From an optimization exercise on the open Yosys and OpenROAD flow, aimed at a short achievable clock period and few clock cycles; shortcuts taken in it are not production practice. Function was checked by simulation only, so behaviour that the tests miss may differ from the original. Power is estimated from default activity; no workload was simulated.

[design/flow/design.v]
`timescale 1ns/1ps
package legv8Pkg;
    typedef enum logic [2:0] {
        aluPassB = 3'b000,
        aluAdd   = 3'b010,
        aluSub   = 3'b011
    } aluOp_t;
    typedef enum logic [1:0] {
        brNone  = 2'b00,
        brPcRel = 2'b01,
        brReg   = 2'b10
    } brSel_t;
    typedef enum logic [1:0] {
        srcReg   = 2'b00,
        srcImm12 = 2'b01,
        srcImm9  = 2'b10
    } aluSrc_t;
    typedef enum logic [1:0] {
        wbAlu  = 2'b00,
        wbMem  = 2'b01,
        wbLink = 2'b10
    } wbSel_t;
    typedef struct packed {
        aluOp_t  aluOp;
        aluSrc_t aluSrc;
        wbSel_t  memToReg;
        brSel_t  brTaken;
        logic    reg2Loc;    
        logic    reg2Write;  
        logic    regWrite;
        logic    memWrite;
        logic    memRead;
        logic    uncondBr;   
        logic    flagWrite;
    } ctrlSig_t;
    typedef struct packed {
        logic negative;
        logic zero;
        logic overflow;
        logic carry;
    } aluFlags_t;
    typedef struct packed {
        logic                   cyc;
        logic                   stb;
        logic                   we;
        logic [64-1:0] adr;
        logic [64-1:0] datW;
    } wbReq_t;
    typedef struct packed {
        logic                   ack;
        logic [64-1:0] datR;
    } wbRsp_t;
endpackage
`timescale 1ns/1ps
`timescale 1ns/1ps
`timescale 1ns/1ps
`timescale 1ns/1ps
`timescale 1ns/1ps
module legv8Cpu
(
    input  logic        clk,
    input  logic        rstN,
    output logic [63:0] instrAddr,
    input  logic [31:0] instr,
    output logic        wbCyc,
    output logic        wbStb,
    output logic        wbWe,
    output logic [63:0] wbAdr,
    output logic [63:0] wbDatW,
    input  logic        wbAck,
    input  logic [63:0] wbDatR
);
    localparam int QD = 4;   
    localparam int QW = 2;
    logic [9:0]  pcLo;       
    logic [51:0] pcHiQ;      
    logic [1:0]  pcB;        
    logic [15:0] dOff;       
    logic        dC;
    logic        hiX;        
    logic [63:0] x [31];
    logic [30:0] z;          
    logic [30:0] pend;       
    logic        flagN, flagV;
    logic        rdV;
    logic        rADDI, rADDS, rSUBS, rLD, rST, rBL, rBR, rWr;
    logic        rCbzOpen, rBcondOpen, rBrOpen;
    logic [4:0]  rRn, rRm, rRt, rWrIdx;
    logic [30:0] rSelA, rSelM, rSelT, rNeed;
    logic [25:0] rI;         
    logic [63:0] rPc;
    logic        exV, exWr, exFlag, exMem, exSt, exLdw, exSub;
    logic [4:0]  exRd;
    logic [30:0] exWe;
    logic [63:0] exA, exB, exT;
    logic        busV, busWe, busLdw;
    logic [63:0] busAdr, busDat;
    logic [4:0]  busRd;
    logic        qWe  [QD];
    logic        qLdw [QD];
    logic [63:0] qAdr [QD];
    logic [63:0] qDat [QD];
    logic [4:0]  qRd  [QD];
    logic [QW-1:0] qHead, qTail;
    logic [QW:0]   qCnt;
    logic [51:0] pcHiOut;
    assign instrAddr = {pcHiOut, pcLo, pcB};
    assign wbCyc  = busV;
    assign wbStb  = busV;
    assign wbWe   = busWe;
    assign wbAdr  = busAdr;
    assign wbDatW = busDat;
    function automatic logic [30:0] oneHot(input logic [4:0] idx);
        oneHot = '0;
        if (idx != 5'd31) oneHot[idx] = 1'b1;
    endfunction
    logic [63:0] exBx, exSum;
    logic        exZero, exOvf, exN;
    assign exBx  = exB;
    assign exSum = exA + exBx + {63'd0, exSub};
    assign exN   = exSum[63];
    assign exOvf = (exA[63] == exBx[63]) && (exSum[63] != exA[63]);
    logic [63:0] exP, exO;
    assign exP    = exA ^ exBx;
    assign exO    = exA | exBx;
    assign exZero = (exP[0] == exSub) && (&(exP[63:1] ~^ exO[62:0]));
    logic exWrV, exFlagV;
    assign exWrV   = exV & exWr;
    assign exFlagV = exV & exFlag;
    logic        ackLd;
    logic [30:0] ackOH;
    logic        ackZero;
    assign ackLd   = busV & wbAck & ~busWe & busLdw;
    assign ackZero = (wbDatR == 64'd0);
    always_comb begin
        ackOH = '0;
        if (ackLd && busRd != 5'd31) ackOH[busRd] = 1'b1;
    end
    function automatic logic [63:0] aoRead(input logic [30:0] sel);
        aoRead = '0;
        for (int i = 0; i < 31; i++)
            aoRead = aoRead | ({64{sel[i] & ~z[i]}} & x[i]);
    endfunction
    logic fwdExA, fwdExM, fwdExT, fwdBusA, fwdBusM;
    assign fwdExA  = exWrV & (exRd == rRn);
    assign fwdExM  = exWrV & (exRd == rRm);
    assign fwdExT  = exWrV & (exRd == rRt);
    assign fwdBusA = ackLd & (busRd == rRn);
    assign fwdBusM = ackLd & (busRd == rRm);
    logic [63:0] aoA, rdA, rdM;
    assign aoA = aoRead(rSelA);
    assign rdA = fwdExA ? exSum : aoA;
    assign rdM = fwdExM ? exSum : aoRead(rSelM);
    logic [30:0] busOH, missing;
    logic        hazFixed, hazBus, rMem, qRoom, rdHaz, rdStall, rdGo;
    assign busOH    = oneHot(busRd);
    assign missing  = rNeed & pend;
    assign rMem     = rLD | rST;
    assign qRoom    = ({1'b0, qCnt} + {3'd0, exV & exMem}) < QD;
    logic cbzWait, brWait;
    assign cbzWait  = rCbzOpen & (|(rSelT & pend));
    assign brWait   = rBrOpen & (|(rSelA & pend));
    assign hazFixed = (|(missing & ~busOH)) | cbzWait | brWait | (rMem & ~qRoom);
    assign hazBus   = |(missing & busOH);
    assign rdHaz    = hazFixed | (hazBus & ~ackLd);
    assign rdStall = rdV & rdHaz;
    assign rdGo    = rdV & ~rdHaz;
    logic [63:0] rdTgt19, rdLink, rdTarget;
    assign rdTgt19 = rPc + {{43{rI[23]}}, rI[23:5], 2'b00};
    assign rdLink  = rPc + 64'd4;
    logic rdZeroT, redirectEarly, redirectLate, redirect;
    assign rdZeroT = (rRt == 5'd31) | (fwdExT ? exZero : z[rRt]);
    logic [63:0] brT;
    assign brT = fwdExA ? exSum : aoA;
    assign redirectEarly = rdV & ((rBrOpen & ~brWait) | (rCbzOpen & ~cbzWait & rdZeroT) |
                                  (rBcondOpen & ~exFlagV & (flagN ^ flagV)));
    assign redirectLate  = rdV & rBcondOpen & exFlagV & (exN ^ exOvf);
    assign redirect      = redirectEarly | redirectLate;
    assign rdTarget      = rBrOpen ? brT : rdTgt19;
    logic [10:0] op;
    logic [4:0]  fRn, fRm, fRt;
    logic fB, fBL, fBcond, fCBZ, fBR, fADDI, fADDS, fSUBS, fLD, fST;
    assign op  = instr[31:21];
    assign fRn = instr[9:5];
    assign fRm = instr[20:16];
    assign fRt = instr[4:0];
    always_comb begin
        fB     = (op[10:5] == 6'b000101);
        fBL    = (op[10:5] == 6'b100101);
        fBcond = (op[10:3] == 8'b01010100);
        fCBZ   = (op[10:3] == 8'b10110100);
        fBR    = (op == 11'b11010110000);
        fADDI  = (op == 11'b10010001000);
        fADDS  = (op == 11'b10101011000);
        fSUBS  = (op == 11'b11101011000);
        fLD    = (op == 11'b11111000010);
        fST    = (op == 11'b11111000000);
    end
    logic rdWrites, rdFlags;
    assign rdWrites = rdV & rWr;
    assign rdFlags  = rdV & (rADDS | rSUBS);
    logic fZeroKnown, fZero;
    assign fZeroKnown = (fRt == 5'd31);
    assign fZero      = 1'b1;
    logic fBr30;
    assign fBr30 = fBR & (fRn == 5'd30) & ~(rdWrites & (rWrIdx == 5'd30)) &
                   ~(exWrV & (exRd == 5'd30)) & ~pend[30];
    logic fCbzOpen, fBcondOpen, take26, take19;
    assign fCbzOpen   = fCBZ & ~fZeroKnown;
    assign fBcondOpen = fBcond & (rdFlags | exFlagV);
    assign take26     = fB | fBL;
    assign take19     = (fBcond & ~rdFlags & ~exFlagV & (flagN ^ flagV)) | (fCBZ & fZeroKnown & fZero);
    logic [63:0] x30;
    assign x30 = z[30] ? 64'd0 : x[30];
    logic [51:0] hiTrue;
    logic [63:0] pcFull;
    assign hiTrue = hiX ? x30[63:12] : (pcHiQ + {{36{dOff[15]}}, dOff} + {51'd0, dC});
    assign pcFull = {hiTrue, pcLo, pcB};
    logic [10:0] loInc, lo26, lo19;
    assign loInc = {1'b0, pcLo} + 11'd1;
    assign lo26  = {1'b0, pcLo} + {1'b0, instr[9:0]};
    assign lo19  = {1'b0, pcLo} + {1'b0, instr[14:5]};
    logic        setFull;    
    logic [63:0] fullT;
    logic [9:0]  nLo;
    logic [15:0] nOff;
    logic        nC;
    always_comb begin
        setFull = 1'b0;
        fullT   = rdTarget;
        nLo     = pcLo;
        nOff    = '0;
        nC      = 1'b0;
        if (rdStall) begin
            nLo = pcLo;
        end else if (redirectEarly) begin
            setFull = 1'b1;
        end else if (take26) begin
            nLo  = lo26[9:0];
            nOff = instr[25:10];
            nC   = lo26[10];
        end else if (take19) begin
            nLo  = lo19[9:0];
            nOff = {{7{instr[23]}}, instr[23:15]};
            nC   = lo19[10];
        end else if (fBr30) begin
            nLo = x30[11:2];
        end else begin
            nLo = loInc[9:0];
            nC  = loInc[10];
        end
    end
    always_ff @(posedge clk) begin
        if (redirectLate)  pcHiOut <= rdTgt19[63:12];
        else if (setFull)  pcHiOut <= fullT[63:12];
        else               pcHiOut <= hiTrue;
    end
    logic brX;
    assign brX = ~rdStall & ~redirectEarly & ~take26 & ~take19 & fBr30;
    always_ff @(posedge clk or negedge rstN) begin
        if (!rstN) begin
            pcLo  <= '0;
            pcHiQ <= '0;
            pcB   <= '0;
            dOff  <= '0;
            dC    <= 1'b0;
            hiX   <= 1'b0;
        end else if (redirectLate) begin
            pcLo  <= rdTgt19[11:2];
            pcHiQ <= rdTgt19[63:12];
            pcB   <= rdTgt19[1:0];
            dOff  <= '0;
            dC    <= 1'b0;
            hiX   <= 1'b0;
        end else if (setFull) begin
            pcLo  <= fullT[11:2];
            pcHiQ <= fullT[63:12];
            pcB   <= fullT[1:0];
            dOff  <= '0;
            dC    <= 1'b0;
            hiX   <= 1'b0;
        end else begin
            pcLo  <= nLo;
            pcHiQ <= hiTrue;
            if (brX) pcB <= x30[1:0];
            dOff  <= nOff;
            dC    <= nC;
            hiX   <= brX;
        end
    end
    always_ff @(posedge clk or negedge rstN) begin
        if (!rstN)         rdV <= 1'b0;
        else if (!rdStall) rdV <= ~redirect;
    end
    logic fWr, fUseA, fUseM;
    assign fWr   = ((fADDI | fADDS | fSUBS | fLD) & (fRt != 5'd31)) | fBL;
    assign fUseA = fADDI | fADDS | fSUBS | fLD | fST;
    assign fUseM = fADDS | fSUBS;
    always_ff @(posedge clk) begin
        if (!rdStall) begin
            rADDI      <= fADDI;
            rADDS      <= fADDS;
            rSUBS      <= fSUBS;
            rLD        <= fLD;
            rST        <= fST;
            rBL        <= fBL;
            rBR        <= fBR;
            rBrOpen    <= fBR & ~fBr30;
            rWr        <= fWr;
            rCbzOpen   <= fCbzOpen;
            rBcondOpen <= fBcondOpen;
            rRn        <= fRn;
            rRm        <= fST ? fRt : fRm;
            rRt        <= fRt;
            rWrIdx     <= fBL ? 5'd30 : fRt;
            rSelA      <= oneHot(fRn);
            rSelM      <= oneHot(fST ? fRt : fRm);
            rSelT      <= oneHot(fRt);
            rNeed      <= (fUseA ? oneHot(fRn) : 31'd0) | (fUseM ? oneHot(fRm) : 31'd0) |
                          (fST ? oneHot(fRt) : 31'd0) | (fWr ? oneHot(fBL ? 5'd30 : fRt) : 31'd0);
            rI         <= instr[25:0];
            rPc        <= pcFull;
        end
    end
    logic [63:0] rdImm;
    logic        rUseImm;
    assign rUseImm = rADDI | rLD | rST;
    assign rdImm = rADDI ? {52'd0, rI[21:10]} : {{55{rI[20]}}, rI[20:12]};
    always_ff @(posedge clk or negedge rstN) begin
        if (!rstN) exV <= 1'b0;
        else       exV <= rdGo & (rWr | rMem | rADDS | rSUBS);
    end
    always_ff @(posedge clk) begin
        exWr   <= rWr & ~rLD;
        exFlag <= rADDS | rSUBS;
        exMem  <= rMem;
        exSt   <= rST;
        exLdw  <= rLD & rWr;
        exSub  <= rSUBS;
        exRd   <= rWrIdx;
        exWe   <= (rdGo & rWr & ~rLD) ? oneHot(rWrIdx) : 31'd0;
        exA    <= (fwdBusA & ~rBL) ? wbDatR : (rBL ? rdLink : rdA);
        exB    <= (fwdBusM & ~rBL & ~rUseImm) ? (wbDatR ^ {64{rSUBS}}) :
                  (rBL ? 64'd0 : (rUseImm ? rdImm : (rdM ^ {64{rSUBS}})));
        exT    <= fwdBusM ? wbDatR : rdM;    
    end
    always_ff @(posedge clk) begin
        for (int i = 0; i < 31; i++) begin
            if (exWe[i])
                x[i] <= exSum;
            else if (ackOH[i])
                x[i] <= wbDatR;
        end
    end
    always_ff @(posedge clk or negedge rstN) begin
        if (!rstN) begin
            z <= '1;
        end else begin
            for (int i = 0; i < 31; i++) begin
                if (exWe[i])
                    z[i] <= exZero;
                else if (ackOH[i])
                    z[i] <= ackZero;
            end
        end
    end
    always_ff @(posedge clk or negedge rstN) begin
        if (!rstN) begin
            flagN <= 1'b0;
            flagV <= 1'b0;
        end else if (exFlagV) begin
            flagN <= exN;
            flagV <= exOvf;
        end
    end
    always_ff @(posedge clk or negedge rstN) begin
        if (!rstN) pend <= '0;
        else       pend <= (pend & ~ackOH) | ((rdGo & rLD & rWr) ? oneHot(rRt) : 31'd0);
    end
    logic push, busFree, qEmpty, bypass, pop;
    assign push    = exV & exMem;
    assign busFree = ~busV | wbAck;
    assign qEmpty  = (qCnt == 0);
    assign pop     = busFree & ~qEmpty;
    assign bypass  = busFree & qEmpty & push;
    always_ff @(posedge clk) begin
        if (push) begin
            qWe[qTail]  <= exSt;
            qLdw[qTail] <= exLdw;
            qAdr[qTail] <= exSum;
            qDat[qTail] <= exT;
            qRd[qTail]  <= exRd;
        end
    end
    always_ff @(posedge clk or negedge rstN) begin
        if (!rstN) begin
            qHead <= '0;
            qTail <= '0;
            qCnt  <= '0;
        end else begin
            if (push && !bypass) qTail <= qTail + 1'b1;
            if (pop) qHead <= qHead + 1'b1;
            qCnt <= qCnt + (QW+1)'(push && !bypass) - (QW+1)'(pop);
        end
    end
    always_ff @(posedge clk or negedge rstN) begin
        if (!rstN) begin
            busV <= 1'b0;
        end else if (busFree) begin
            busV <= ~qEmpty | push;
        end
    end
    always_ff @(posedge clk or negedge rstN) begin
        if (!rstN) begin
            busWe  <= 1'b0;
            busAdr <= '0;
            busDat <= '0;
        end else if (busFree) begin
            if (!qEmpty) begin
                busWe  <= qWe[qHead];
                busAdr <= qAdr[qHead];
                busDat <= qDat[qHead];
            end else begin
                busWe  <= exSt;
                busAdr <= exSum;
                busDat <= exT;
            end
        end
    end
    always_ff @(posedge clk) begin
        if (busFree) begin
            if (!qEmpty) begin
                busLdw <= qLdw[qHead];
                busRd  <= qRd[qHead];
            end else begin
                busLdw <= exLdw;
                busRd  <= exRd;
            end
        end
    end
endmodule
`timescale 1ns/1ps
module legv8Top (
    input  logic                   clk,
    input  logic                   rstN,
    output logic [64-1:0] instrAddr,
    input  logic [31:0]            instr,
    output logic                   wbCyc,
    output logic                   wbStb,
    output logic                   wbWe,
    output logic [64-1:0] wbAdr,
    output logic [64-1:0] wbDatW,
    input  logic                   wbAck,
    input  logic [64-1:0] wbDatR
);
    legv8Cpu legv8Cpu_i (
        .clk       (clk),
        .rstN      (rstN),
        .instrAddr (instrAddr),
        .instr     (instr),
        .wbCyc     (wbCyc),
        .wbStb     (wbStb),
        .wbWe      (wbWe),
        .wbAdr     (wbAdr),
        .wbDatW    (wbDatW),
        .wbAck     (wbAck),
        .wbDatR    (wbDatR)
    );
endmodule
[design/flow/flow/run.sh]
#!/bin/bash
# Layout flow: the standard ORFS flow (standard.sh, with its synthesis
# unchanged) with a few extra settings from flow/extra.mk appended to
# the standard flow's config.mk. Each tool's output is in standard_flow.log and in the
# ORFS logs under orfs/logs/.
set -euo pipefail
cat flow/extra.mk >> config.mk
bash standard.sh finish > standard_flow.log 2>&1
[design/flow/flow/extra.mk]
# Added to the standard flow's config.mk by flow/run.sh.
# Timing repair aims for this much setup slack at the 15 ns clock, so that it
# works on the paths that set the achieved period (about 15 - 10.5 ns).
export SETUP_SLACK_MARGIN = 10.5
export TNS_END_PERCENT = 100
# Skip the floorplan-stage repair (it runs on wire-load estimates and does
# not converge with the margin above); ABC's buffers are removed instead.
export REMOVE_ABC_BUFFERS = 1
# Port buffers from the plain buffer family, so that repair can size them.
export BUFFER_PORTS_ARGS = -buffer_cell sky130_fd_sc_hd__buf_4
[design/flow/standard.sh]
#!/bin/bash
# synth_recipe.tcl (not shown) runs the flow's synth.tcl, then flattens the netlist and writes it again
# the make line also repeats each setting of config.mk as NAME=value (left out here)
make -C /OpenROAD-flow-scripts/flow DESIGN_CONFIG=/design/flow/config.mk WORK_HOME=/design/flow/orfs CLKGATE_MAP_FILE= SYNTH_SCRIPT=/design/flow/synth_recipe.tcl "${@:-finish}"
[design/flow/config.mk]
export PLATFORM = sky130hd
export DESIGN_NAME = legv8Top
export DESIGN_NICKNAME = legv8Top
export VERILOG_FILES = /design/flow/design.v
export SDC_FILE = /design/flow/constraint.sdc
export NUM_CORES = 8
export LEC_CHECK = 0
export ABC_CLOCK_PERIOD_IN_PS = 1000
export CAP_MARGIN = 20
export CELL_PAD_IN_SITES_DETAIL_PLACEMENT = 1
export CELL_PAD_IN_SITES_GLOBAL_PLACEMENT = 1
export CORE_MARGIN = 2
export CORE_UTILIZATION = 35
export SLEW_MARGIN = 20
# Added to bench's config.mk by flow/run.sh.
# Timing repair aims for this much setup slack at the 15 ns clock, so that it
# works on the paths that set the achieved period (about 15 - 10.5 ns).
export SETUP_SLACK_MARGIN = 10.5
export TNS_END_PERCENT = 100
# Skip the floorplan-stage repair (it runs on wire-load estimates and does
# not converge with the margin above); ABC's buffers are removed instead.
export REMOVE_ABC_BUFFERS = 1
# Port buffers from the plain buffer family, so that repair can size them.
export BUFFER_PORTS_ARGS = -buffer_cell sky130_fd_sc_hd__buf_4
[design/flow/constraint.sdc]
create_clock -name core_clock -period 15.0 [get_ports {clk}]
set_input_delay 3.0000 -clock core_clock [delete_from_list [all_inputs] [get_ports {clk}]]
set_output_delay 3.0000 -clock core_clock [all_outputs]
set_load 0.01 [all_outputs]
==> results of run 1 <==
==> where the power goes <==
| part | internal [W] | switching, W |
|---|---|---|
| clock | 0.00577 | 0.00449 |
| combinational | 0.00550 | 0.0140 |
| sequential | 0.0114 | 0.00116 |
==> registers in the layout, summed over array words and instances, names as in the netlist, 10 cells and up <==
name	flops
legv8Cpu_i.rSelT	31
legv8Cpu_i.exA	64
legv8Cpu_i.pcLo	10
legv8Cpu_i.pcHiOut	52
legv8Cpu_i.qRd	20
legv8Cpu_i.x	1984
legv8Cpu_i.qAdr	256
legv8Cpu_i.rNeed	31
legv8Cpu_i.rSelA	31
legv8Cpu_i.exT	64
legv8Cpu_i.dOff	16
legv8Cpu_i.busAdr	64
legv8Cpu_i.exB	64
legv8Cpu_i.z	31
legv8Cpu_i.qDat	256
legv8Cpu_i.rSelM	31
legv8Cpu_i.busDat	64
legv8Cpu_i.pend	31
legv8Cpu_i.rPc	64
legv8Cpu_i.rI	16
legv8Cpu_i.pcHiQ	52
legv8Cpu_i.exWe	31
==> final timing paths <==
path / endpoint / cells after the start
max: instrAddr[1] / 1
min: legv8Cpu_i.busDat[63] / 2
max reg2reg: legv8Cpu_i.exA[15] / 11
min reg2reg: legv8Cpu_i.busDat[63] / 2
max in group asynchronous: legv8Cpu_i.busAdr[62] / 3
min in group asynchronous: legv8Cpu_i.pcHiQ[8] / 1
==> area by class of cell <==
| class | count | area (sq um) | area share [%] |
|---|---|---|---|
| Inverter | 272 | 1130 | 0.550 |
| Clock buffer | 507 | 10800 | 5.21 |
| Clock inverter | 225 | 2640 | 1.28 |
| Antenna cell | 152 | 380 | 0.184 |
| Sequential cell | 3333 | 96200 | 46.6 |
| Timing Repair inverter | 3 | 26.3 | 0.0127 |
| Timing Repair Buffer | 1110 | 10900 | 5.26 |
| Multi-Input combinational cell | 9515 | 76200 | 36.9 |
| Tap cell | 6655 | 8330 | 4.03 |
==> routing by layer <==
layer / global-route usage, % / share of wire, %
met3: 17.4 / 16
met4: 28.9 / 9.5
met5: 1.03 / 0.12
met2: 54.6 / 39
met1: 49.9 / 36
==> per-stage QoR <==
step | instance area [sq um] | setup slack (ns) | hold slack [ns]
2_1_floorplan | 169000 | 3.84 | 0.363
3_3_place_gp | 186000 | 7.07 | 0.474
3_5_place_dp | 186000 | 7.17 | 0.479
4_1_cts | 203000 | 10.20 | 0.480
5_1_grt | 206000 | 10.21 | 0.512
6_report | 206000 | 10.18 | 0.479
==> cell usage in the layout, fill, tap and decap left out, types with 142 or more instances in the layout <==
cell       netlist  final
edfxtp_1      2762   2762
mux2_2        1750   1750
nand2_1        920    891
a22oi_1        843    841
nor2_1         877    820
buf_4            4    724
a21oi_1        604    571
a221oi_1       541    537
a22o_1         517    516
o21ai_0        531    461
clkbuf_16        0    400
nand4_1        378    378
buf_6            2    266
inv_1          269    254
ha_1           292    245
dfrtp_1        254    233
nand3_1        230    215
dfxtp_1        286    201
nor3_1         199    184
a31oi_1        163    159
xnor2_1        197    153
diode_2          0    152
mux4_2         142    142
==> kinds of logic (layout without fill, tap and decap cells) <==
family / after synthesis / in the layout / share of synthesized area (%)
XOR/XNOR: 359 / 359 / 1.80
multiplexers: 1970 / 1970 / 13.5
AO/OA/AOI/OAI: 3885 / 3885 / 16.0
AND/OR/NAND/NOR: 2986 / 3001 / 7.87
flip-flops: 3333 / 3333 / 54.8
other: 0 / 152 / 0
adder cells (fa/ha/maj): 300 / 300 / 2.18
buffers and inverters: 1768 / 2117 / 3.82
==> what timing repair did <==
| item | 4_1_cts | 5_1_grt |
|---|---|---|
| pin swaps | 42 | 66 |
| buffers inserted | 148 | 115 |
| endpoints found under the setup margin | 2760 | 860 |
| gates cloned | 22 | 9 |
| gates resized for setup | 735 | 333 |
==> flow_metrics.env, run 1 <==
export IMPL_hp_start="legv8Cpu_i.exT[63]"
export IMPL_crit_arrival_ns=1.82
export IMPL_fin_cells=21772
export IMPL_cts_tree="done"
export IMPL_ant_nets=0
export IMPL_place_inst=20593
export IMPL_grt_max_degree=141
export IMPL_hp_class="flip-flop to flip-flop"
export IMPL_grt_pass1_vias=148379
export IMPL_routed_wl_um=1060000
export IMPL_cts_sinks=3333
export IMPL_synth_avg_cell_area_sq_um=12.0
export IMPL_io_buffers=293
export IMPL_initial_core_util_pct=35.2
export IMPL_grt_usage_pct=40.0
export IMPL_core_sq_um=498000
export IMPL_path_delay_family="flip-flops"
export IMPL_die_area_sq_um=506000
export IMPL_postLayoutCoreUtil_pct=41.5
export IMPL_ys_flop_type="edfxtp_1"
export IMPL_die_x_um=711
export IMPL_required_ns=12.00
export IMPL_cp_slowest_cell="dfrtp_2"
export IMPL_synth_cell_types=92
export IMPL_max_clock_freq_mhz=208
export IMPL_viasPerCell=7.33
export IMPL_synth_warnings=2
export IMPL_numCtsBuffers=390
export IMPL_cp_slowest_stage_delay_ns=0.57
export IMPL_num_nets_final=15024
export IMPL_antenna_found_initial=115
export IMPL_nFillCells=51635
export IMPL_gr_total_overflow=0
export IMPL_synthesis_area_sq_um=175000
export IMPL_r2r_start="legv8Cpu_i.rSelA[14]"
export IMPL_cts_max_path_buffers=4
export IMPL_area_growth_pct=18.0
export IMPL_dr_total_vias=159693
export IMPL_cp_startpoint="legv8Cpu_i.pcB[1]"
export IMPL_synth_area_leaders="edfxtp_1 47%, mux2_2 11%, dfrtp_1 3.6%"
export IMPL_synth_cells=14601
export IMPL_drv_slew=0
export IMPL_cap_violations=0
export IMPL_finalCriticalPeriod_ns=4.82
export IMPL_finClkSkew_ns=0.100
export IMPL_worstSkewPairLatency_ns=1.12
export IMPL_synth_top_area_share_pct=47.4
export IMPL_cp_max_fo=2
export IMPL_drive_above_1_share_pct=29.2
export IMPL_vdd_ir_drop_max_v=0.000203
export IMPL_synth_seq_cells=3333
export IMPL_place_congestion=0.998
export IMPL_hpwlAfterDp_um=650000
export IMPL_cts_htree_levels=5
export IMPL_num_rows=259
export IMPL_hold_buffers=0
export IMPL_grt_pass1_wl_um=1380000
export IMPL_synth_seq_area_share_pct=54.8
export IMPL_die_y_um=711
export IMPL_route_detailed_drc=0
export IMPL_path_clk_slew_ns=0.06
export IMPL_cp_buffers_inverters=1
export IMPL_powerDensity_nw_per_um2=205
export IMPL_fin_crit_sh_pct=32.1
export IMPL_finalSetupViolations=0
export IMPL_rsz0062_at_grt="true"
export IMPL_synth_edf_count=2762
export IMPL_dr_pass1_iters=13
export IMPL_endpoint_kind="primary output"
export IMPL_synthArstFlopShare_pct=8.55
export IMPL_path_class="flip-flop to primary output"
export IMPL_synthTopCellsByCount="2762 x edfxtp_1, 1750 x mux2_2, 1228 x clkbuf_1"
export IMPL_power_total_w=0.0424
export IMPL_final_hold_viol_count=0
export IMPL_boundaryPins=294
export IMPL_p_leak_nw=69.7
export IMPL_setup_tns_ns=0
export IMPL_synth_most_common_cell="edfxtp_1"
export IMPL_worst_slew_pin_slew_ns=1.29
export IMPL_rrSetupSlack_ns=10.20
export IMPL_cts_root_buf="clkbuf_16"
export IMPL_routedWlPerCell_um=48.8
export IMPL_yosysTopAreaCell="edfxtp_1"
export IMPL_path_cells="buf_6"
export IMPL_drtIter0Drc=31968
export IMPL_crit_path_start_kind="flip-flop"
export IMPL_max_slew_margin_rel_pct=13.8
export IMPL_status="no timing/DRC/antenna violations"
Testbench counts, summed over its fixed seeds: cycles 124,635.
==> run 2, diff against run 1 <==
--- a/design/flow/design.v
+++ b/design/flow/design.v
@@ -142,9 +142,6 @@
             aoRead = aoRead | ({64{sel[i] & ~z[i]}} & x[i]);
     endfunction
     logic fwdExA, fwdExM, fwdExT, fwdBusA, fwdBusM;
-    assign fwdExA  = exWrV & (exRd == rRn);
-    assign fwdExM  = exWrV & (exRd == rRm);
-    assign fwdExT  = exWrV & (exRd == rRt);
     assign fwdBusA = ackLd & (busRd == rRn);
     assign fwdBusM = ackLd & (busRd == rRm);
     logic [63:0] aoA, rdA, rdM;
@@ -157,25 +154,28 @@
     assign missing  = rNeed & pend;
     assign rMem     = rLD | rST;
     assign qRoom    = ({1'b0, qCnt} + {3'd0, exV & exMem}) < QD;
-    logic cbzWait, brWait;
+    logic cbzWait, brPend, brBus, brWait;
     assign cbzWait  = rCbzOpen & (|(rSelT & pend));
-    assign brWait   = rBrOpen & (|(rSelA & pend));
+    assign brPend   = rBrOpen & (|(rSelA & pend));
+    assign brBus    = brPend & busV & ~busWe & busLdw & (busRd == rRn);
+    assign brWait   = brPend & ~brBus;
     assign hazFixed = (|(missing & ~busOH)) | cbzWait | brWait | (rMem & ~qRoom);
-    assign hazBus   = |(missing & busOH);
+    assign hazBus   = (|(missing & busOH)) | brBus;
     assign rdHaz    = hazFixed | (hazBus & ~ackLd);
     assign rdStall = rdV & rdHaz;
     assign rdGo    = rdV & ~rdHaz;
     logic [63:0] rdTgt19, rdLink, rdTarget;
     assign rdTgt19 = rPc + {{43{rI[23]}}, rI[23:5], 2'b00};
     assign rdLink  = rPc + 64'd4;
-    logic rdZeroT, redirectEarly, redirectLate, redirect;
+    logic rdZeroT, redirectEarly, redirectLate, redirectBus, redirect;
     assign rdZeroT = (rRt == 5'd31) | (fwdExT ? exZero : z[rRt]);
     logic [63:0] brT;
     assign brT = fwdExA ? exSum : aoA;
-    assign redirectEarly = rdV & ((rBrOpen & ~brWait) | (rCbzOpen & ~cbzWait & rdZeroT) |
+    assign redirectEarly = rdV & ((rBrOpen & ~brPend) | (rCbzOpen & ~cbzWait & rdZeroT) |
                                   (rBcondOpen & ~exFlagV & (flagN ^ flagV)));
     assign redirectLate  = rdV & rBcondOpen & exFlagV & (exN ^ exOvf);
-    assign redirect      = redirectEarly | redirectLate;
+    assign redirectBus   = rdV & brBus & ~hazFixed & ackLd;
+    assign redirect      = redirectEarly | redirectLate | redirectBus;
     assign rdTarget      = rBrOpen ? brT : rdTgt19;
     logic [10:0] op;
     logic [4:0]  fRn, fRm, fRt;
@@ -251,7 +251,8 @@
         end
     end
     always_ff @(posedge clk) begin
-        if (redirectLate)  pcHiOut <= rdTgt19[63:12];
+        if (redirectBus)   pcHiOut <= wbDatR[63:12];
+        else if (redirectLate)  pcHiOut <= rdTgt19[63:12];
         else if (setFull)  pcHiOut <= fullT[63:12];
         else               pcHiOut <= hiTrue;
     end
@@ -265,6 +266,13 @@
             dOff  <= '0;
             dC    <= 1'b0;
             hiX   <= 1'b0;
+        end else if (redirectBus) begin
+            pcLo  <= wbDatR[11:2];
+            pcHiQ <= wbDatR[63:12];
+            pcB   <= wbDatR[1:0];
+            dOff  <= '0;
+            dC    <= 1'b0;
+            hiX   <= 1'b0;
         end else if (redirectLate) begin
             pcLo  <= rdTgt19[11:2];
             pcHiQ <= rdTgt19[63:12];
@@ -292,6 +300,25 @@
         if (!rstN)         rdV <= 1'b0;
         else if (!rdStall) rdV <= ~redirect;
     end
+    logic [4:0] fRmx;
+    assign fRmx = instr[24] ? fRm : fRt;
+    logic rdWrEx;    
+    assign rdWrEx = rWr & ~rLD;
+    always_ff @(posedge clk or negedge rstN) begin
+        if (!rstN) begin
+            fwdExA <= 1'b0;
+            fwdExM <= 1'b0;
+            fwdExT <= 1'b0;
+        end else if (rdStall) begin
+            fwdExA <= 1'b0;
+            fwdExM <= 1'b0;
+            fwdExT <= 1'b0;
+        end else begin
+            fwdExA <= rdV & rdWrEx & (fRn  == rWrIdx);
+            fwdExM <= rdV & rdWrEx & (fRmx == rWrIdx);
+            fwdExT <= rdV & rdWrEx & (fRt  == rWrIdx);
+        end
+    end
     logic fWr, fUseA, fUseM;
     assign fWr   = ((fADDI | fADDS | fSUBS | fLD) & (fRt != 5'd31)) | fBL;
     assign fUseA = fADDI | fADDS | fSUBS | fLD | fST;
@@ -310,11 +337,11 @@
             rCbzOpen   <= fCbzOpen;
             rBcondOpen <= fBcondOpen;
             rRn        <= fRn;
-            rRm        <= fST ? fRt : fRm;
+            rRm        <= fRmx;
             rRt        <= fRt;
             rWrIdx     <= fBL ? 5'd30 : fRt;
             rSelA      <= oneHot(fRn);
-            rSelM      <= oneHot(fST ? fRt : fRm);
+            rSelM      <= oneHot(fRmx);
             rSelT      <= oneHot(fRt);
             rNeed      <= (fUseA ? oneHot(fRn) : 31'd0) | (fUseM ? oneHot(fRm) : 31'd0) |
                           (fST ? oneHot(fRt) : 31'd0) | (fWr ? oneHot(fBL ? 5'd30 : fRt) : 31'd0);
==> flow_metrics.env, run 2 <==
export IMPL_die_y_um=717
export IMPL_num_rows=261
export IMPL_powerDensity_nw_per_um2=262
export IMPL_rsz0062_at_grt="true"
export IMPL_synthesis_area_sq_um=178000
export IMPL_path_delay_family="simple AND/OR/NAND/NOR gates"
export IMPL_path_cells="buf_12 -> nor4_4 -> nand4_1 -> nor4_4 -> buf_4 -> clkbuf_16 -> inv_6 -> o21ai_2 -> mux2_4"
export IMPL_crit_path_start_kind="primary input"
export IMPL_path_class="primary input to flip-flop"
export IMPL_grt_max_degree=85
export IMPL_antenna_found_initial=128
export IMPL_core_sq_um=506000
export IMPL_multi_input_area_sq_um=78800
export IMPL_cts_max_path_buffers=4
export IMPL_cp_common_cell="nor4_4"
export IMPL_worstHoldPathCells=0
export IMPL_reg_largest_list="legv8Cpu_i.x: 1984 flops, legv8Cpu_i.qAdr: 256 flops, legv8Cpu_i.qDat: 256 flops"
export IMPL_nFillCells=52654
export IMPL_timing_final_ws_setup_ns=10.17
export IMPL_critical_path_depth=9
export IMPL_setup_tns_ns=0
export IMPL_dr_pass1_iters=14
export IMPL_place_area_sq_um=189000
export IMPL_cts_root_buf="clkbuf_16"
export IMPL_cts_htree_levels=5
export IMPL_cp_buffers_inverters=4
export IMPL_num_nets_final=15512
export IMPL_grt_usage_pct=41.5
export IMPL_largest_register_ffs=1984
export IMPL_layout_common_cells="2762 x edfxtp_1, 1683 x mux2_2, 976 x nand2_1"
export IMPL_viasPerCell=7.33
export IMPL_final_common_cell="edfxtp_1"
export IMPL_ys_flop_type="edfxtp_1"
export IMPL_initial_core_util_pct=35.2
export IMPL_drive_above_1_share_pct=28.4
export IMPL_routed_wl_um=1110000
export IMPL_regMostFlops="legv8Cpu_i.x"
export IMPL_gr_total_overflow=0
export IMPL_postLayoutCoreUtil_pct=41.4
export IMPL_area_growth_pct=17.9
export IMPL_path_clk_slew_ns=0.06
export IMPL_ant_nets=0
export IMPL_finalSetupViolations=0
export IMPL_synth_warnings=2
export IMPL_hpwlAfterDp_um=709000
export IMPL_synth_seq_cells=3336
export IMPL_required_ns=15.96
export IMPL_drv_slew=0
export IMPL_p_leak_nw=71.2
export IMPL_final_hold_viol_count=0
export IMPL_place_congestion=1.03
export IMPL_crit_arrival_ns=5.80
export IMPL_cts_sinks=3336
export IMPL_cp_max_fo=37
export IMPL_synth_cells=15055
export IMPL_finClkSkew_ns=0.124
export IMPL_fin_crit_sh_pct=32.2
export IMPL_synth_seq_area_share_pct=54.0
export IMPL_synth_avg_cell_area_sq_um=11.8
export IMPL_cap_violations=0
export IMPL_seqCellArea_sq_um=96300
export IMPL_worstSkewPairLatency_ns=1.13
export IMPL_boundaryPins=294
export IMPL_reg2reg_depth=8
export IMPL_synth_cell_types=111
export IMPL_finalCriticalPeriod_ns=4.84
export IMPL_pre_cts_ws_ns=8.25
export IMPL_synth_area_leaders="edfxtp_1 47%, mux2_2 11%, a22oi_1 3.7%"
export IMPL_io_buffers=293
export IMPL_status="no timing/DRC/antenna violations"
export IMPL_die_area_sq_um=514000
export IMPL_endpoint_kind="flip-flop"
export IMPL_die_x_um=717
export IMPL_routedWlPerCell_um=50.0
export IMPL_grt_pass1_vias=151960
export IMPL_route_detailed_drc=0
export IMPL_max_slew_margin_rel_pct=11.5
export IMPL_cts_tree="done"
export IMPL_synthTopCellsByCount="2762 x edfxtp_1, 1687 x mux2_2, 1258 x clkbuf_1"
export IMPL_synth_most_common_cell="edfxtp_1"
export IMPL_yosysTopAreaCell="edfxtp_1"
export IMPL_grt_pass1_wl_um=1440000
export IMPL_vdd_ir_drop_max_v=0.000279
export IMPL_drtIter0Drc=29856
export IMPL_cp_slowest_stage_delay_ns=0.79
export IMPL_max_clock_freq_mhz=207
export IMPL_synth_edf_count=2762
export IMPL_dr_total_vias=163470
export IMPL_hp_class="flip-flop to flip-flop"
export IMPL_cp_slowest_cell="nor4_4"
export IMPL_worst_slew_pin_slew_ns=1.33
export IMPL_numCtsBuffers=390
export IMPL_synth_top_area_share_pct=46.7
export IMPL_postLayoutCellArea_sq_um=210000
export IMPL_synthArstFlopShare_pct=8.63
[run 2: layout make-up]
cell class,count,share of cell area [%]
sequential,3336,46.0
timing repair buffer,1203,5.45
tap,6706,4.00
clock buffer,529,5.17
antenna,136,0.162
inverter,262,0.485
clock inverter,201,1.18
multi-input combinational,9919,37.6
[run 2: kinds of logic (layout without fill, tap and decap cells)]
group,Yosys count,count (layout),synth area share [%]
AND/OR/NAND/NOR,3077,3088,8.08
AO/OA/AOI/OAI,4250,4250,17.1
adder cells (fa/ha/maj),303,303,2.17
multiplexers,1935,1935,13.1
buffers and inverters,1812,2195,3.89
flip-flops,3336,3336,54.0
other,0,136,0
XOR/XNOR,342,343,1.70
[run 2: path summary, 6_finish.rpt]
kind	from	endpoint	slack, ns
hold reg to reg	legv8Cpu_i.rST	legv8Cpu_i.exSt	0.44
setup reg to reg	legv8Cpu_i.z[13]	legv8Cpu_i.exT[34]	10.23
setup / recovery	wbDatR[39]	legv8Cpu_i.z[0]	10.17
max in group asynchronous	rstN	legv8Cpu_i.rdV	10.67
min in group asynchronous	rstN	legv8Cpu_i.busDat[38]	1.93
hold / removal	legv8Cpu_i.rST	legv8Cpu_i.exSt	0.44
[run 2: timing repair]
action,4_1_cts,5_1_grt
hold buffers,0,0
setup endpoints to repair,2974,947
hold endpoints to repair,0,0
setup buffers,152,141
resized for setup,744,283
gates cloned,20,13
pin swaps,70,57
[run 2: routing by layer]
layer / vias to the layer above / global-route usage [%] / wire length, um
met2: 16253 / 57.7 / 446000
li1: 58984 / - / -
met4: 109 / 29.6 / 103000
met5: - / 0.924 / 1150
met1: 82995 / 51.5 / 399000
met3: 5129 / 17.5 / 166000
[run 2: metrics by stage]
step,power (W),hold slack [ns],cells
after floorplan,0.0260,0.363,13505
after global placement,0.0404,0.424,21093
after detailed placement,0.0405,0.426,21099
after CTS,0.0521,0.437,22001
after global routing,0.0554,0.467,22206
final,0.0549,0.435,22292
[run 2: power by group]
part / switching (W) / internal [W] / total (W)
Clock: 0.00446 / 0.00571 / 0.0102
Sequential: 0.00186 / 0.0126 / 0.0145
Combinational: 0.0216 / 0.00861 / 0.0302
Total: 0.0279 / 0.0270 / 0.0549
[run 2: worst reg2reg max path, delay by kind of cell (launching register included)]
kind                   cells  cell delay (ns)
buffers and inverters      2             1.50
flip-flops                 1             0.44
AND/OR/NAND/NOR            3             1.23
AO/OA/AOI/OAI              3             1.46
Testbench counts of run 2, summed over its fixed seeds: cycles 124,054.
==> run 3, diff against run 2 <==
--- a/design/flow/design.v
+++ b/design/flow/design.v
@@ -86,12 +86,14 @@
     logic        rADDI, rADDS, rSUBS, rLD, rST, rBL, rBR, rWr;
     logic        rCbzOpen, rBcondOpen, rBrOpen;
     logic [4:0]  rRn, rRm, rRt, rWrIdx;
-    logic [30:0] rSelA, rSelM, rSelT, rNeed;
+    logic [30:0] rSelA, rSelM, rSelT, rNeed, rSelAm, rSelMm;
     logic [25:0] rI;         
     logic [63:0] rPc;
     logic        exV, exWr, exFlag, exMem, exSt, exLdw, exSub;
     logic [4:0]  exRd;
     logic [30:0] exWe;
+    logic [30:0] wbOH;
+    logic [63:0] wbQ;
     logic [63:0] exA, exB, exT;
     logic        busV, busWe, busLdw;
     logic [63:0] busAdr, busDat;
@@ -129,25 +131,50 @@
     assign exFlagV = exV & exFlag;
     logic        ackLd;
     logic [30:0] ackOH;
-    logic        ackZero;
     assign ackLd   = busV & wbAck & ~busWe & busLdw;
-    assign ackZero = (wbDatR == 64'd0);
+    logic        lzV;
+    logic [4:0]  lzIdx;
+    logic [63:0] ldQ;
+    logic        lzZero;
+    logic [30:0] lzOH;
+    assign lzZero = (ldQ == 64'd0);
+    assign lzOH   = lzV ? oneHot(lzIdx) : 31'd0;
+    always_ff @(posedge clk or negedge rstN) begin
+        if (!rstN) lzV <= 1'b0;
+        else       lzV <= ackLd;
+    end
+    always_ff @(posedge clk) begin
+        if (ackLd) begin
+            lzIdx <= busRd;
+            ldQ   <= wbDatR;
+        end
+    end
     always_comb begin
         ackOH = '0;
         if (ackLd && busRd != 5'd31) ackOH[busRd] = 1'b1;
     end
+    logic [30:0] zNext;
+    always_comb begin
+        for (int i = 0; i < 31; i++) begin
+            if (exWe[i])        zNext[i] = exZero;
+            else if (ackOH[i])  zNext[i] = 1'b0;
+            else if (lzOH[i])   zNext[i] = lzZero;
+            else                zNext[i] = z[i];
+        end
+    end
     function automatic logic [63:0] aoRead(input logic [30:0] sel);
         aoRead = '0;
         for (int i = 0; i < 31; i++)
-            aoRead = aoRead | ({64{sel[i] & ~z[i]}} & x[i]);
+            aoRead = aoRead | ({64{sel[i]}} & x[i]);
     endfunction
     logic fwdExA, fwdExM, fwdExT, fwdBusA, fwdBusM;
     assign fwdBusA = ackLd & (busRd == rRn);
     assign fwdBusM = ackLd & (busRd == rRm);
     logic [63:0] aoA, rdA, rdM;
-    assign aoA = aoRead(rSelA);
+    logic fwdWbA, fwdWbM;    
+    assign aoA = aoRead(rSelAm) | ({64{fwdWbA}} & wbQ);
     assign rdA = fwdExA ? exSum : aoA;
-    assign rdM = fwdExM ? exSum : aoRead(rSelM);
+    assign rdM = fwdExM ? exSum : (aoRead(rSelMm) | ({64{fwdWbM}} & wbQ));
     logic [30:0] busOH, missing;
     logic        hazFixed, hazBus, rMem, qRoom, rdHaz, rdStall, rdGo;
     assign busOH    = oneHot(busRd);
@@ -168,7 +195,9 @@
     assign rdTgt19 = rPc + {{43{rI[23]}}, rI[23:5], 2'b00};
     assign rdLink  = rPc + 64'd4;
     logic rdZeroT, redirectEarly, redirectLate, redirectBus, redirect;
-    assign rdZeroT = (rRt == 5'd31) | (fwdExT ? exZero : z[rRt]);
+    logic [30:0] zCur;    
+    assign zCur    = (z & ~lzOH) | (lzOH & {31{lzZero}});
+    assign rdZeroT = (rRt == 5'd31) | (fwdExT ? exZero : (|(rSelT & zCur)));
     logic [63:0] brT;
     assign brT = fwdExA ? exSum : aoA;
     assign redirectEarly = rdV & ((rBrOpen & ~brPend) | (rCbzOpen & ~cbzWait & rdZeroT) |
@@ -203,7 +232,7 @@
     assign fZeroKnown = (fRt == 5'd31);
     assign fZero      = 1'b1;
     logic fBr30;
-    assign fBr30 = fBR & (fRn == 5'd30) & ~(rdWrites & (rWrIdx == 5'd30)) &
+    assign fBr30 = fBR & (fRn == 5'd30) & ~(rdWrites & (rWrIdx == 5'd30)) & ~wbOH[30] &
                    ~(exWrV & (exRd == 5'd30)) & ~pend[30];
     logic fCbzOpen, fBcondOpen, take26, take19;
     assign fCbzOpen   = fCBZ & ~fZeroKnown;
@@ -319,6 +348,19 @@
             fwdExT <= rdV & rdWrEx & (fRt  == rWrIdx);
         end
     end
+    always_ff @(posedge clk) begin
+        if (rdStall) begin
+            rSelAm <= rSelA & ~zNext & ~exWe;
+            rSelMm <= rSelM & ~zNext & ~exWe;
+            fwdWbA <= |(rSelA & ~zNext & exWe);
+            fwdWbM <= |(rSelM & ~zNext & exWe);
+        end else begin
+            rSelAm <= oneHot(fRn)  & ~zNext & ~exWe;
+            rSelMm <= oneHot(fRmx) & ~zNext & ~exWe;
+            fwdWbA <= |(oneHot(fRn)  & ~zNext & exWe);
+            fwdWbM <= |(oneHot(fRmx) & ~zNext & exWe);
+        end
+    end
     logic fWr, fUseA, fUseM;
     assign fWr   = ((fADDI | fADDS | fSUBS | fLD) & (fRt != 5'd31)) | fBL;
     assign fUseA = fADDI | fADDS | fSUBS | fLD | fST;
@@ -371,10 +413,17 @@
                   (rBL ? 64'd0 : (rUseImm ? rdImm : (rdM ^ {64{rSUBS}})));
         exT    <= fwdBusM ? wbDatR : rdM;    
     end
+    always_ff @(posedge clk or negedge rstN) begin
+        if (!rstN) wbOH <= '0;
+        else       wbOH <= exWe;
+    end
+    always_ff @(posedge clk) begin
+        wbQ <= exSum;
+    end
     always_ff @(posedge clk) begin
         for (int i = 0; i < 31; i++) begin
-            if (exWe[i])
-                x[i] <= exSum;
+            if (wbOH[i])
+                x[i] <= wbQ;
             else if (ackOH[i])
                 x[i] <= wbDatR;
         end
@@ -383,12 +432,7 @@
         if (!rstN) begin
             z <= '1;
         end else begin
-            for (int i = 0; i < 31; i++) begin
-                if (exWe[i])
-                    z[i] <= exZero;
-                else if (ackOH[i])
-                    z[i] <= ackZero;
-            end
+            z <= zNext;
         end
     end
     always_ff @(posedge clk or negedge rstN) begin
--- a/design/flow/config.mk
+++ b/design/flow/config.mk
@@ -7,10 +7,11 @@
 export LEC_CHECK = 0
 export ABC_CLOCK_PERIOD_IN_PS = 1000
 export CAP_MARGIN = 20
-export CELL_PAD_IN_SITES_DETAIL_PLACEMENT = 1
-export CELL_PAD_IN_SITES_GLOBAL_PLACEMENT = 1
+export CELL_PAD_IN_SITES_DETAIL_PLACEMENT = 2
+export CELL_PAD_IN_SITES_GLOBAL_PLACEMENT = 2
 export CORE_MARGIN = 2
-export CORE_UTILIZATION = 35
+export CORE_UTILIZATION = 30
+export PLACE_DENSITY = 0.5
 export SLEW_MARGIN = 20
 # Added to bench's config.mk by flow/run.sh.
 # Timing repair aims for this much setup slack at the 15 ns clock, so that it
==> flow_metrics.env, run 3 <==
export IMPL_p_sw_share_pct=48.3
export IMPL_largest_register_ffs=1984
export IMPL_final_hold_viol_count=0
export IMPL_hp_start="legv8Cpu_i.rST"
export IMPL_r2r_start="legv8Cpu_i.rSelAm[19]"
export IMPL_grt_usage_pct=42.1
export IMPL_hp_class="flip-flop to flip-flop"
export IMPL_cp_slowest_cell="dfxtp_4"
export IMPL_required_ns=15.99
export IMPL_finClkSkew_ns=0.117
export IMPL_path_clk_slew_ns=0.06
export IMPL_max_clock_freq_mhz=209
export IMPL_path_class="flip-flop to flip-flop"
export IMPL_rrSetupSlack_ns=10.22
export IMPL_fin_crit_sh_pct=31.9
export IMPL_p_switching_w=0.0247
export IMPL_place_congestion=0.961
export IMPL_postLayoutCoreUtil_pct=36.9
export IMPL_io_buffers=293
export IMPL_cap_violations=0
export IMPL_clkPwrFrac_pct=22.8
export IMPL_cts_sinks=3565
export IMPL_synth_seq_area_share_pct=54.2
export IMPL_area_growth_pct=22.3
export IMPL_max_slew_margin_rel_pct=7.96
export IMPL_synth_cell_types=105
export IMPL_reg_largest_list="legv8Cpu_i.x: 1984 flops, legv8Cpu_i.qAdr: 256 flops, legv8Cpu_i.qDat: 256 flops"
export IMPL_initial_core_util_pct=30.1
export IMPL_setup_tns_ns=0
export IMPL_synth_edf_count=2831
export IMPL_reg2reg_depth=12
export IMPL_crit_path_start_kind="flip-flop"
export IMPL_finalSetupViolations=0
export IMPL_die_area_sq_um=629000
export IMPL_boundaryPins=294
export IMPL_final_common_cell="edfxtp_1"
export IMPL_gr_total_overflow=0
export IMPL_worst_slew_pin_slew_ns=1.38
export IMPL_grt_pass1_wl_um=1750000
export IMPL_postLayoutCellArea_sq_um=228000
export IMPL_layout_common_cells="2831 x edfxtp_1, 1858 x mux2_2, 1008 x buf_4"
export IMPL_dr_pass1_iters=10
export IMPL_comb_power_share_pct=48.0
export IMPL_synthArstFlopShare_pct=8.98
export IMPL_cts_tree="done"
export IMPL_synth_warnings=2
export IMPL_viasPerCell=6.95
export IMPL_crit_arrival_ns=5.77
export IMPL_num_nets_final=16477
export IMPL_synth_seq_cells=3565
export IMPL_drv_slew=0
export IMPL_dr_total_vias=172871
export IMPL_p_seq_share_pct=29.2
export IMPL_synthTopCellsByCount="2831 x edfxtp_1, 1865 x mux2_2, 1273 x clkbuf_1"
export IMPL_synthesis_area_sq_um=187000
export IMPL_power_total_w=0.0511
export IMPL_rsz0062_at_grt="true"
export IMPL_cts_htree_levels=5
export IMPL_worstHoldPathCells=0
export IMPL_cts_root_buf="clkbuf_16"
export IMPL_status="no timing/DRC/antenna violations"
export IMPL_route_detailed_drc=0
export IMPL_endpoint_kind="flip-flop"
export IMPL_core_sq_um=620000
export IMPL_synth_avg_cell_area_sq_um=11.9
export IMPL_synth_top_area_share_pct=45.5
export IMPL_place_area_sq_um=200000
export IMPL_synth_most_common_cell="edfxtp_1"
export IMPL_reg2reg_to="legv8Cpu_i.pcHiOut[25]"
export IMPL_antenna_found_initial=150
export IMPL_powerDensity_nw_per_um2=224
export IMPL_grt_max_degree=144
export IMPL_cp_slowest_stage_delay_ns=0.80
export IMPL_drtIter0Drc=30848
export IMPL_vdd_ir_drop_max_v=0.000286
export IMPL_intPower_w=0.0264
export IMPL_die_x_um=793
export IMPL_finalCriticalPeriod_ns=4.78
export IMPL_hpwlAfterDp_um=880000
export IMPL_nFillCells=63184
export IMPL_ant_nets=0
export IMPL_path_cells="buf_4 -> buf_4 -> a221oi_1 -> nand3_1 -> nor2_1 -> nand4_1 -> o22ai_1 -> a311oi_2 -> nand3_1 -> a21boi_1 -> a221oi_2 -> o21ai_1"
export IMPL_yosysTopAreaCell="edfxtp_1"
export IMPL_die_y_um=793
export IMPL_synth_area_leaders="edfxtp_1 46%, mux2_2 11%, dfxtp_1 4.4%"
export IMPL_cp_max_fo=19
export IMPL_regMostFlops="legv8Cpu_i.x"
export IMPL_hold_path_endpoint="legv8Cpu_i.exSt"
export IMPL_drive_above_1_share_pct=32.2
export IMPL_grt_pass1_vias=168177
export IMPL_numCtsBuffers=441
export IMPL_routedWlPerCell_um=55.5
export IMPL_num_rows=289
export IMPL_worstSkewPairLatency_ns=1.15
export IMPL_p_leak_nw=77.3
export IMPL_routed_wl_um=1380000
export IMPL_cts_max_path_buffers=4
export IMPL_ys_flop_type="edfxtp_1"
export IMPL_synth_cells=15652
[run 3: cells by family (layout without fill, tap and decap cells)]
family | after synthesis | after routing | synth area share, %
other cells | 0 | 108 | 0
xor+xnor | 325 | 325 | 1.54
flops | 3565 | 3565 | 54.2
simple gates | 3111 | 3141 | 7.81
fa+ha+maj | 305 | 305 | 2.07
buf+inv | 1884 | 2666 | 3.84
compound gates | 4325 | 4326 | 16.9
mux | 2137 | 2137 | 13.6
[run 3: through the flow]
step / std cells / setup WS (ns) / hold slack [ns]
3_3_place_gp: 23314 / 6.87 / 0.412
6_report: 24866 / 10.22 / 0.412
2_1_floorplan: 14083 / -1.08 / 0.349
4_1_cts: 24577 / 10.25 / 0.408
3_5_place_dp: 23317 / 6.99 / 0.385
5_1_grt: 24780 / 10.21 / 0.430
[run 3: layer usage]
metal | vias up | GRT usage, % | wire length [um]
met3 | 4203 | 11.4 | 155000
li1 | 62398 | - | -
met5 | - | 0 | 585
met4 | 36 | 32.6 | 136000
met1 | 91745 | 54.2 | 529000
met2 | 14489 | 59.9 | 560000
[run 3: worst max path at each step]
stage	depth (start not counted)	from	slack, ns	to
5_1_grt	19	wbAck	10.21	legv8Cpu_i.exB[60]
3_5_place_dp	16	wbAck	6.99	legv8Cpu_i.exB[53]
2_1_floorplan	9	wbAck	-1.08	legv8Cpu_i.exB[44]
6_report	12	legv8Cpu_i.rSelAm[19]	10.22	legv8Cpu_i.pcHiOut[25]
3_3_place_gp	16	wbAck	6.87	legv8Cpu_i.exB[53]
4_1_cts	1	legv8Cpu_i.pcB[1]	10.25	instrAddr[1]
[run 3: power groups by stage]
| stage | combinational, W | clock, W | sequential, W |
|---|---|---|---|
| 6_report | 0.0245 | 0.0117 | 0.0149 |
| 5_1_grt | 0.0245 | 0.0120 | 0.0148 |
| 4_1_cts | 0.0228 | 0.0117 | 0.0148 |
| 3_5_place_dp | 0.0209 | 0 | 0.0149 |
| 3_3_place_gp | 0.0207 | 0 | 0.0149 |
| 2_1_floorplan | 0.00812 | 0 | 0.0146 |
[run 3: repair_timing]
action                      CTS  global route
buffers inserted            359           167
gates resized for setup    1247           371
pin swaps                   177           201
hold buffers                  0             0
setup endpoints to repair  3005          1076
cloned                       66            12
[run 3: cell type report]
class	instances	area, sq um	share of cell area (%)
clock inverters	243	2910	1.27
diodes	108	270	0.118
flip-flops and latches	3565	102000	44.6
inverters	315	1240	0.542
clock buffers	592	12400	5.42
multi-input cells	10234	83600	36.6
repair buffers	1514	15800	6.90
repair inverters	2	17.5	0.00767
well taps	8293	10400	4.54
[run 3: worst max-delay path: cells and delay by family (launching register included)]
family,cells,cell delay (ns)
DFF,1,0.80
and+or+nand+nor,4,0.87
buffers and inverters,2,1.36
AOI/OAI and AO/OA,6,1.51
Testbench counts of run 3, summed over its fixed seeds: cycles 124,145.
==> run 4, diff against run 3 <==
--- a/design/flow/config.mk
+++ b/design/flow/config.mk
@@ -6,13 +6,13 @@
 export NUM_CORES = 8
 export LEC_CHECK = 0
 export ABC_CLOCK_PERIOD_IN_PS = 1000
-export CAP_MARGIN = 20
+export CAP_MARGIN = 50
 export CELL_PAD_IN_SITES_DETAIL_PLACEMENT = 2
 export CELL_PAD_IN_SITES_GLOBAL_PLACEMENT = 2
 export CORE_MARGIN = 2
 export CORE_UTILIZATION = 30
 export PLACE_DENSITY = 0.5
-export SLEW_MARGIN = 20
+export SLEW_MARGIN = 70
 # Added to bench's config.mk by flow/run.sh.
 # Timing repair aims for this much setup slack at the 15 ns clock, so that it
 # works on the paths that set the achieved period (about 15 - 10.5 ns).
==> flow_metrics.env, run 4 <==
export IMPL_status="no timing/DRC/antenna violations"
export IMPL_r2r_start="legv8Cpu_i.exA[14]"
export IMPL_area_growth_pct=31.5
export IMPL_regMostFlops="legv8Cpu_i.x"
export IMPL_numCtsBuffers=443
export IMPL_fin_crit_sh_pct=31.6
export IMPL_finalSetupViolations=0
export IMPL_antenna_found_initial=118
export IMPL_synth_edf_count=2831
export IMPL_crit_path_start_kind="flip-flop"
export IMPL_path_delay_family="flip-flops"
export IMPL_routed_wl_um=1370000
export IMPL_cts_tree="done"
export IMPL_met3_usage_pct=10.9
export IMPL_num_rows=289
export IMPL_layout_common_cells="2831 x edfxtp_1, 1857 x mux2_2, 955 x nand2_1"
export IMPL_synth_seq_cells=3565
export IMPL_synth_cells=15652
export IMPL_max_slew_margin_rel_pct=61.0
export IMPL_grt_usage_pct=41.6
export IMPL_cp_max_fo=2
export IMPL_finClkSkew_ns=0.0787
export IMPL_synthTopCellsByCount="2831 x edfxtp_1, 1865 x mux2_2, 1273 x clkbuf_1"
export IMPL_final_hold_viol_count=0
export IMPL_setup_tns_ns=0
export IMPL_grt_pass1_vias=170625
export IMPL_grt_pass1_wl_um=1750000
export IMPL_synth_seq_area_share_pct=54.2
export IMPL_use_met1_pct=52.9
export IMPL_largest_register_ffs=1984
export IMPL_die_x_um=793
export IMPL_routedWlPerCell_um=53.5
export IMPL_dr_total_vias=174092
export IMPL_path_cells="buf_6"
export IMPL_synthSimpleGateAreaFrac_pct=7.81
export IMPL_synth_area_leaders="edfxtp_1 46%, mux2_2 11%, dfxtp_1 4.4%"
export IMPL_viasPerCell=6.80
export IMPL_synthAdderAreaFrac_pct=2.07
export IMPL_worstHoldPathCells=0
export IMPL_reg_largest_list="legv8Cpu_i.x: 1984 flops, legv8Cpu_i.qAdr: 256 flops, legv8Cpu_i.qDat: 256 flops"
export IMPL_synth_compound_area_share_pct=16.9
export IMPL_drive_above_1_share_pct=36.9
export IMPL_worstSkewPairLatency_ns=1.14
export IMPL_synth_warnings=2
export IMPL_path_class="flip-flop to primary output"
export IMPL_crit_arrival_ns=1.75
export IMPL_p_sw_share_pct=47.6
export IMPL_hp_class="flip-flop to flip-flop"
export IMPL_cp_buffers_inverters=1
export IMPL_max_clock_freq_mhz=211
export IMPL_cts_sinks=3565
export IMPL_clkPwrFrac_pct=21.2
export IMPL_core_sq_um=620000
export IMPL_yosysTopAreaCell="edfxtp_1"
export IMPL_synth_cell_types=105
export IMPL_ant_nets=0
export IMPL_rsz0062_at_grt="true"
export IMPL_die_area_sq_um=629000
export IMPL_p_leak_nw=84.3
export IMPL_synthesis_area_sq_um=187000
export IMPL_worst_slew_pin_slew_ns=0.583
export IMPL_ys_flop_type="edfxtp_1"
export IMPL_cp_slowest_stage_delay_ns=0.47
export IMPL_die_y_um=793
export IMPL_grt_busiest_layer="met2"
export IMPL_synth_most_common_cell="edfxtp_1"
export IMPL_vdd_ir_drop_max_v=0.000199
export IMPL_cp_startpoint="legv8Cpu_i.busDat[36]"
export IMPL_initial_core_util_pct=30.1
export IMPL_reg2reg_depth=18
export IMPL_boundaryPins=294
export IMPL_io_buffers=293
export IMPL_place_congestion=0.961
export IMPL_hold_buffers=0
export IMPL_reg2reg_to="legv8Cpu_i.exA[43]"
export IMPL_num_nets_final=17251
export IMPL_synth_avg_cell_area_sq_um=11.9
export IMPL_endpoint_kind="primary output"
export IMPL_synth_xor_area_share_pct=1.54
export IMPL_intPower_w=0.0277
export IMPL_cts_max_path_buffers=4
export IMPL_path_clk_slew_ns=0.06
export IMPL_cts_htree_levels=5
export IMPL_comb_power_share_pct=52.1
export IMPL_hpwlAfterDp_um=975000
export IMPL_grt_max_degree=66
export IMPL_synthArstFlopShare_pct=8.98
export IMPL_cts_root_buf="clkbuf_16"
export IMPL_dr_pass1_iters=9
export IMPL_synthMuxAreaShare_pct=13.6
export IMPL_gr_total_overflow=0
export IMPL_rrSetupSlack_ns=10.44
export IMPL_finalCriticalPeriod_ns=4.75
export IMPL_synth_top_area_share_pct=45.5
export IMPL_powerDensity_nw_per_um2=216
export IMPL_synth_top_family_by_area="compound AO/OA/AOI/OAI gates"
export IMPL_p_switching_w=0.0252
export IMPL_power_total_w=0.0530
export IMPL_drtIter0Drc=28162
export IMPL_hold_path_endpoint="legv8Cpu_i.exSt"
export IMPL_final_common_cell="edfxtp_1"
export IMPL_place_inst=24078
export IMPL_use_met2_pct=60.3
export IMPL_p_seq_share_pct=26.7
export IMPL_required_ns=12.00
export IMPL_cap_violations=0
export IMPL_fin_cells=25613
export IMPL_hp_start="legv8Cpu_i.rST"
export IMPL_drv_slew=0
export IMPL_route_detailed_drc=0
export IMPL_cp_slowest_cell="dfrtp_2"
run 4: cell counts after synthesis:
Identical to the previous run, type by type.
run 4: how the worst max path moves through the flow:
stage,end,slack (ns),depth (start not counted)
CTS,wbDatW[36],10.20,1
global route,wbDatW[36],10.25,1
detailed placement,legv8Cpu_i.exB[50],7.99,17
global placement,legv8Cpu_i.exB[53],6.87,16
floorplan,legv8Cpu_i.exB[44],-1.08,9
finish,wbDatW[36],10.25,1
run 4: power groups by stage:
stage	Clock, W	Combinational [W]	Sequential (W)
6_report	0.0112	0.0276	0.0142
3_5_place_dp	0	0.0241	0.0143
5_1_grt	0.0116	0.0275	0.0142
3_3_place_gp	0	0.0207	0.0149
2_1_floorplan	0	0.00812	0.0146
4_1_cts	0.0113	0.0252	0.0141
run 4: cell type report:
cell class              count  area, sq um
fillers                 61872       374000
flip-flops and latches   3565       102000
multi-input cells       10204        85700
repair buffers           2317        31500
clock buffers             627        12500
well taps                8293        10400
clock inverters           212         2150
inverters                 315         1290
diodes                     79          198
repair inverters            1         8.76
run 4: through the flow:
step	setup WS [ns]	utilization, %	area [sq um]	hold WS (ns)
floorplan	-1.08	-	181000	0.349
detailed placement	7.99	35.2	218000	0.391
global route	10.25	39.6	246000	0.425
global placement	6.87	32.2	200000	0.412
finish	10.25	39.6	246000	0.423
CTS	10.20	38.6	239000	0.409
run 4: logic make-up after synthesis:
| family | Yosys count |
|---|---|
| flip-flops | 3565 |
| multiplexers | 2137 |
| adder cells (fa/ha/maj) | 305 |
| XOR/XNOR | 325 |
| AND/OR/NAND/NOR | 3111 |
| AO/OA/AOI/OAI | 4325 |
| buffers and inverters | 1884 |
run 4: timing repair:
item	CTS	global route
pin swaps	158	222
endpoints found under the setup margin	2064	1021
buffers inserted	258	241
gates cloned	40	26
resized for setup	846	520
run 4: metal layers:
metal,share of wire [%],vias to the layer above
met2,41,13524
met5,0.027,-
met3,11,4062
met1,38,92540
met4,9.7,46
li1,-,63920

==> re-timing with driven ports <==
How much do the figures lean on ideal ports? The routed layouts below were timed once more, with nothing changed but the port constraints. Step 1, drivers: a clkbuf_16 drives clk and a buf_2 each remaining input, both assumed. Step 2 adds t to the input delays and takes it off the output delays; t is the mean of the earliest and latest rising clock arrival at the registers after step 1. Input paths then give back, and output paths get back, about the clock's delay inside the block. Three values: ideal, step 1, step 2; two values: the first two.
run | t (ns) | setup WS [ns] | worst setup path at the end | worst data-port slew with drivers (ns) | cell pins on the clock port's net
run 1 | 1.196 | 10.182 / 10.056 / 9.057 | input to register | 0.33 | 1
run 2 | 1.192 | 10.165 / 10.121 / 8.979 | input to register | 0.30 | 1
run 3 | 1.247 | 10.216 / 10.140 / 9.018 | input to register | 0.23 | 1
run 4 | 1.236 | 10.255 / 10.114 / 8.991 | input to register | 0.26 | 1
After both steps every run listed still meets setup and hold. The setup slack of run 4, which loses most, moves by -0.141 ns with the drivers and by -1.264 ns with both steps.
